Context: an optimization exercise on an open-source flow, tuned for small area. The choices shown serve that exercise and are no tape-out recipe.
Function was checked by simulation only, so behaviour that the tests miss may differ from the original.

==> flow/design.v <==
package pct_pkg;
  typedef struct packed {
    logic        valid;
    logic [31:0] pc;
    logic [31:0] r1;
    logic [31:0] r2;
    logic [31:0] r3;
    logic [31:0] r4;
    logic [31:0] r5;
  } retire_t;
  typedef enum logic [2:0] {
    sel_r1 = 3'd0,
    sel_r2 = 3'd1,
    sel_r3 = 3'd2,
    sel_r4 = 3'd3,
    sel_r5 = 3'd4
  } watch_sel_e;
  typedef enum logic [1:0] {
    watch_off    = 2'd0,
    watch_equal  = 2'd1,
    watch_change = 2'd2
  } watch_mode_e;
  typedef struct packed {
    watch_mode_e mode;
    watch_sel_e  sel;
    logic [31:0] value;
    logic [31:0] mask;
  } watch_cfg_t;
  typedef struct packed {
    logic                         valid;
    logic [31:0]                  pc;
    logic [4-1:0] trig_hits;
    logic                         watch_hit;
  } hit_t;
  typedef struct packed {
    logic [31:0]                  pc;
    logic [16-1:0]      stamp;
    logic                         watch_hit;
    logic [4-1:0] trig_hits;
  } trace_rec_t;
  typedef struct packed {
    logic [$clog2(8+1)-1:0] count;
    logic                                 empty;
    logic                                 overflow;
  } fifo_status_t;
endpackage
`timescale 1ns/1ps
module pc_trace_top (
  input  logic                   clks,
  input  logic                   rst_n,
  input  logic                   retire_valid,
  input  logic [31:0]            retire_pc,
  input  logic [31:0]            retire_r1,
  input  logic [31:0]            retire_r2,
  input  logic [31:0]            retire_r3,
  input  logic [31:0]            retire_r4,
  input  logic [31:0]            retire_r5,
  input  logic [8-1:0] paddr,
  input  logic                   psel,
  input  logic                   penable,
  input  logic                   pwrite,
  input  logic [31:0]            pwdata,
  output logic [31:0]            prdata,
  output logic                   pready,
  output logic                   pslverr
);
  logic             enable;
  logic [3:0]       trig_en;
  logic [31:0]      trig_addr [0:3];
  logic [1:0]       mode;       
  logic [2:0]       sel;        
  logic [31:0]      wvalue;
  logic [31:0]      wmask;
  logic             wr_access;
  logic             rd_access;
  logic             trig_sel;
  assign pready  = 1'b1;
  assign pslverr = 1'b0;
  assign wr_access = psel && penable && pwrite;
  assign rd_access = psel && penable && !pwrite;
  assign trig_sel  = (paddr[7:4] == 4'h1);
  always_ff @(posedge clks) begin
    if (!rst_n) begin
      enable  <= 1'b0;
      trig_en <= '0;
      mode    <= 2'd0;
      sel     <= 3'd0;
    end else if (wr_access) begin
      if (paddr == 8'h00) enable <= pwdata[0];
      if (paddr == 8'h04) trig_en <= pwdata[3:0];
      if (paddr == 8'h20) begin
        if (pwdata[1:0] != 2'd3) mode <= pwdata[1:0];
        if (pwdata[6:4] <= 3'd4) sel <= pwdata[6:4];
      end
    end
  end
  always_ff @(posedge clks) begin
    if (wr_access) begin
      if (trig_sel) trig_addr[paddr[3:2]] <= pwdata;
      if (paddr == 8'h24) wvalue <= pwdata;
      if (paddr == 8'h28) wmask <= pwdata;
    end
  end
  logic [3:0]  match;
  logic [31:0] sel_val;
  logic [31:0] prev_val;
  logic        seen_first;
  logic        watch_hit;
  always_comb begin
    for (int i = 0; i < 4; i++) begin
      match[i] = trig_en[i] && (retire_pc == trig_addr[i]);
    end
  end
  always_comb begin
    sel_val = ({32{sel == 3'd0}} & retire_r1) | ({32{sel == 3'd1}} & retire_r2) |
              ({32{sel == 3'd2}} & retire_r3) | ({32{sel == 3'd3}} & retire_r4) |
              ({32{sel[2]}} & retire_r5);
  end
  assign watch_hit = (mode[0] && (((sel_val ^ wvalue) & wmask) == 32'd0)) ||
                     (mode[1] && seen_first && (sel_val != prev_val));
  always_ff @(posedge clks) begin
    if (!rst_n) begin
      seen_first <= 1'b0;
    end else if (!mode[1]) begin
      seen_first <= 1'b0;
    end else if (retire_valid) begin
      seen_first <= 1'b1;
    end
  end
  always_ff @(posedge clks) begin
    if (retire_valid && mode[1]) prev_val <= sel_val;
  end
  logic [31:0] mem_pc    [0:7];
  logic [15:0] mem_stamp [0:7];
  logic [4:0]  mem_hits  [0:7];
  logic [2:0]  wr_ptr, rd_ptr, wr_ptr_d;
  logic [3:0]  count, count_d;
  logic [15:0] stamp, stamp_d;
  logic        overflow;
  logic        hv;       
  logic        pend;     
  logic        empty, full, push_req, do_push, pop, overflow_clr;
  assign empty    = (count == 4'd0);
  assign full     = count[3];
  assign push_req = pend && enable;
  assign do_push  = push_req && !full;
  assign pop      = rd_access && (paddr == 8'h38) && !empty;
  assign overflow_clr = wr_access && (paddr == 8'h00) && pwdata[1];
  always_comb begin
    if (!rst_n) begin
      wr_ptr_d = 3'd0;
      count_d  = 4'd0;
      stamp_d  = 16'd0;
    end else begin
      wr_ptr_d = wr_ptr + 3'(do_push);
      count_d  = count + 4'(do_push) - 4'(pop);
      stamp_d  = stamp + 16'(hv && enable);
    end
  end
  always_ff @(posedge clks) begin
    wr_ptr <= wr_ptr_d;
    count  <= count_d;
    stamp  <= stamp_d;
    if (!rst_n) begin
      rd_ptr   <= 3'd0;
      overflow <= 1'b0;
      hv       <= 1'b0;
      pend     <= 1'b0;
    end else begin
      if (pop) rd_ptr <= rd_ptr + 3'd1;
      if (overflow_clr) overflow <= 1'b0;
      if (push_req && full) overflow <= 1'b1;
      hv   <= retire_valid;
      pend <= retire_valid && ((|match) || watch_hit);
    end
  end
  always_ff @(posedge clks) begin
    if (!count_d[3]) begin
      mem_pc[wr_ptr_d]    <= retire_pc;
      mem_stamp[wr_ptr_d] <= stamp_d;
      mem_hits[wr_ptr_d]  <= {watch_hit, match};
    end
  end
  logic [3:0]  s_ta;
  logic [7:0]  s_hpc, s_hinfo;
  logic        s_val, s_mask, s_ctrl, s_ten, s_cfg, s_stat;
  logic [31:0] rd_or;
  always_comb begin
    for (int k = 0; k < 4; k++) s_ta[k] = trig_sel && (paddr[3:2] == 2'(k));
    for (int i = 0; i < 8; i++) begin
      s_hpc[i]   = (paddr == 8'h34)   && !empty && (rd_ptr == 3'(i));
      s_hinfo[i] = (paddr == 8'h38) && !empty && (rd_ptr == 3'(i));
    end
    s_val  = (paddr == 8'h24);
    s_mask = (paddr == 8'h28);
    s_ctrl = (paddr == 8'h00);
    s_ten  = (paddr == 8'h04);
    s_cfg  = (paddr == 8'h20);
    s_stat = (paddr == 8'h30);
    rd_or = ({32{s_val}} & wvalue) | ({32{s_mask}} & wmask);
    for (int k = 0; k < 4; k++) rd_or = rd_or | ({32{s_ta[k]}} & trig_addr[k]);
    for (int i = 0; i < 8; i++) begin
      rd_or = rd_or | ({32{s_hpc[i]}} & mem_pc[i]);
      rd_or[31:16] = rd_or[31:16] | ({16{s_hinfo[i]}} & mem_stamp[i]);
      rd_or[4:0]   = rd_or[4:0]   | ({5{s_hinfo[i]}} & mem_hits[i]);
    end
    rd_or[0]   = rd_or[0] | (s_ctrl & enable);
    rd_or[3:0] = rd_or[3:0] | ({4{s_ten}} & trig_en) | ({4{s_stat}} & count);
    rd_or[1:0] = rd_or[1:0] | ({2{s_cfg}} & mode);
    rd_or[6:4] = rd_or[6:4] | ({3{s_cfg}} & sel);
    rd_or[8]   = rd_or[8] | (s_stat & empty);
    rd_or[9]   = rd_or[9] | (s_stat & overflow);
    prdata = rd_or;
  end
endmodule
Settings: LEC_CHECK=0, CAP_MARGIN=20, CORE_MARGIN=2, CORE_UTILIZATION=65, SLEW_MARGIN=20; clock period 5.0 ns.
standard.sh (not shown) runs the stock make flow with config.mk's settings and CLKGATE_MAP_FILE= SYNTH_SCRIPT=/design/flow/synth_recipe.tcl, a recipe that flattens the netlist after the stock synthesis.
==> flow/flow/run.sh <==
#!/bin/bash
# Layout flow: the standard ORFS flow (standard.sh) with
#  - an area-oriented ABC script in synthesis (flow/abc.script); the
#    synthesis is otherwise the standard flow's own (same registers and names),
#  - buf_1 cells as the port buffers,
#  - clkbuf_8 clock tree buffers without dummy loads.
set -euo pipefail
W=$(pwd)
# Synthesis script: the standard flow's own, sourcing a copy of ORFS's synth.tcl whose
# only change is the ABC script it maps with.
python3 - "$W" <<'PY'
import sys
w = sys.argv[1]
s = open(sys.argv[0] if False else __import__('os').environ['FLOW_HOME'] + '/scripts/synth.tcl').read()
anchor = 'source $::env(SCRIPTS_DIR)/synth_preamble.tcl\n'
assert anchor in s
s = s.replace(anchor, anchor + 'set abc_script ' + w + '/flow/abc.script\n'
              'set abc_args [lreplace $abc_args 1 1 $abc_script]\n'
              'puts "Custom ABC script $abc_script"\n')
open(w + '/synth_custom.tcl', 'w').write(s)
b = open(w + '/synth_recipe.tcl').read()
old = 'source $::env(SCRIPTS_DIR)/synth.tcl'
assert old in b
open(w + '/synth_recipe_custom.tcl', 'w').write(b.replace(old, 'source ' + w + '/synth_custom.tcl'))
PY
export BUFFER_PORTS_ARGS="-buffer_cell sky130_fd_sc_hd__buf_2"
export CTS_ARGS="-sink_clustering_enable -repair_clock_nets -dont_use_dummy_load -buf_list sky130_fd_sc_hd__clkbuf_8 -sink_clustering_size 16 -sink_clustering_max_diameter 50"
bash standard.sh SYNTH_SCRIPT="$W/synth_recipe_custom.tcl" finish > standard.log 2>&1
==> flow/flow/abc.script <==
strash
&get -n
&fraig -x
&put
scorr
dc2
strash
&get -n
&dch -f
&nf -R 1000
&put
Next try:
==> flow/flow/run.sh (replaced) <==
#!/bin/bash
# Standard ORFS layout with smaller port buffers and no CTS dummy loads.
set -uo pipefail
export BUFFER_PORTS_ARGS="-buffer_cell sky130_fd_sc_hd__buf_1"
export CTS_ARGS="-sink_clustering_enable -repair_clock_nets -dont_use_dummy_load"
bash standard.sh > standard.log 2>&1
Settings changed: CORE_UTILIZATION 65 to 40.
removed: flow/flow/abc.script
What happened:
- The changed run passed the timing, design-rule and antenna checks
- hold slack got worse by 11 ps
- critical path depth came out lower by 1
- wire length came out lower by 4.2%
- count of clock-buffer cells in the layout came out higher by 19

-- afterwards: timing with drivers on the ports --
In the flow no input, the clock included, has a driving cell. The finished layouts below were timed again as built, in two steps.
Step 1 (the two cells are an assumption about what drives the block):
set clk [get_ports {clks}]
set_driving_cell -lib_cell sky130_fd_sc_hd__clkbuf_16 $clk
set_driving_cell -lib_cell sky130_fd_sc_hd__buf_2 [delete_from_list [all_inputs] $clk]
Step 2 adds t to the input delays and takes it off the output delays; t is the mean of the earliest and latest rising clock arrival at the registers after step 1. Input paths then give back, and output paths get back, about the clock's delay inside the block.
a / b / c = ideal / step 1 / step 2; a / b = the first two.
run	t (ns)	setup slack, ns	worst hold slack (ns)	clock arrival spread, ns
the first run	0.708	0.254 / 0.201 / 0.285	0.513 / 0.513 / 0.513	0.070 / 0.069
the second run	0.660	0.213 / 0.190 / 0.190	0.502 / 0.502 / 0.502	0.067 / 0.067
After both steps setup and hold are still met in every run listed. The setup slack of the second run, which loses most, moves by -0.023 ns with the drivers and by -0.023 ns with both steps.
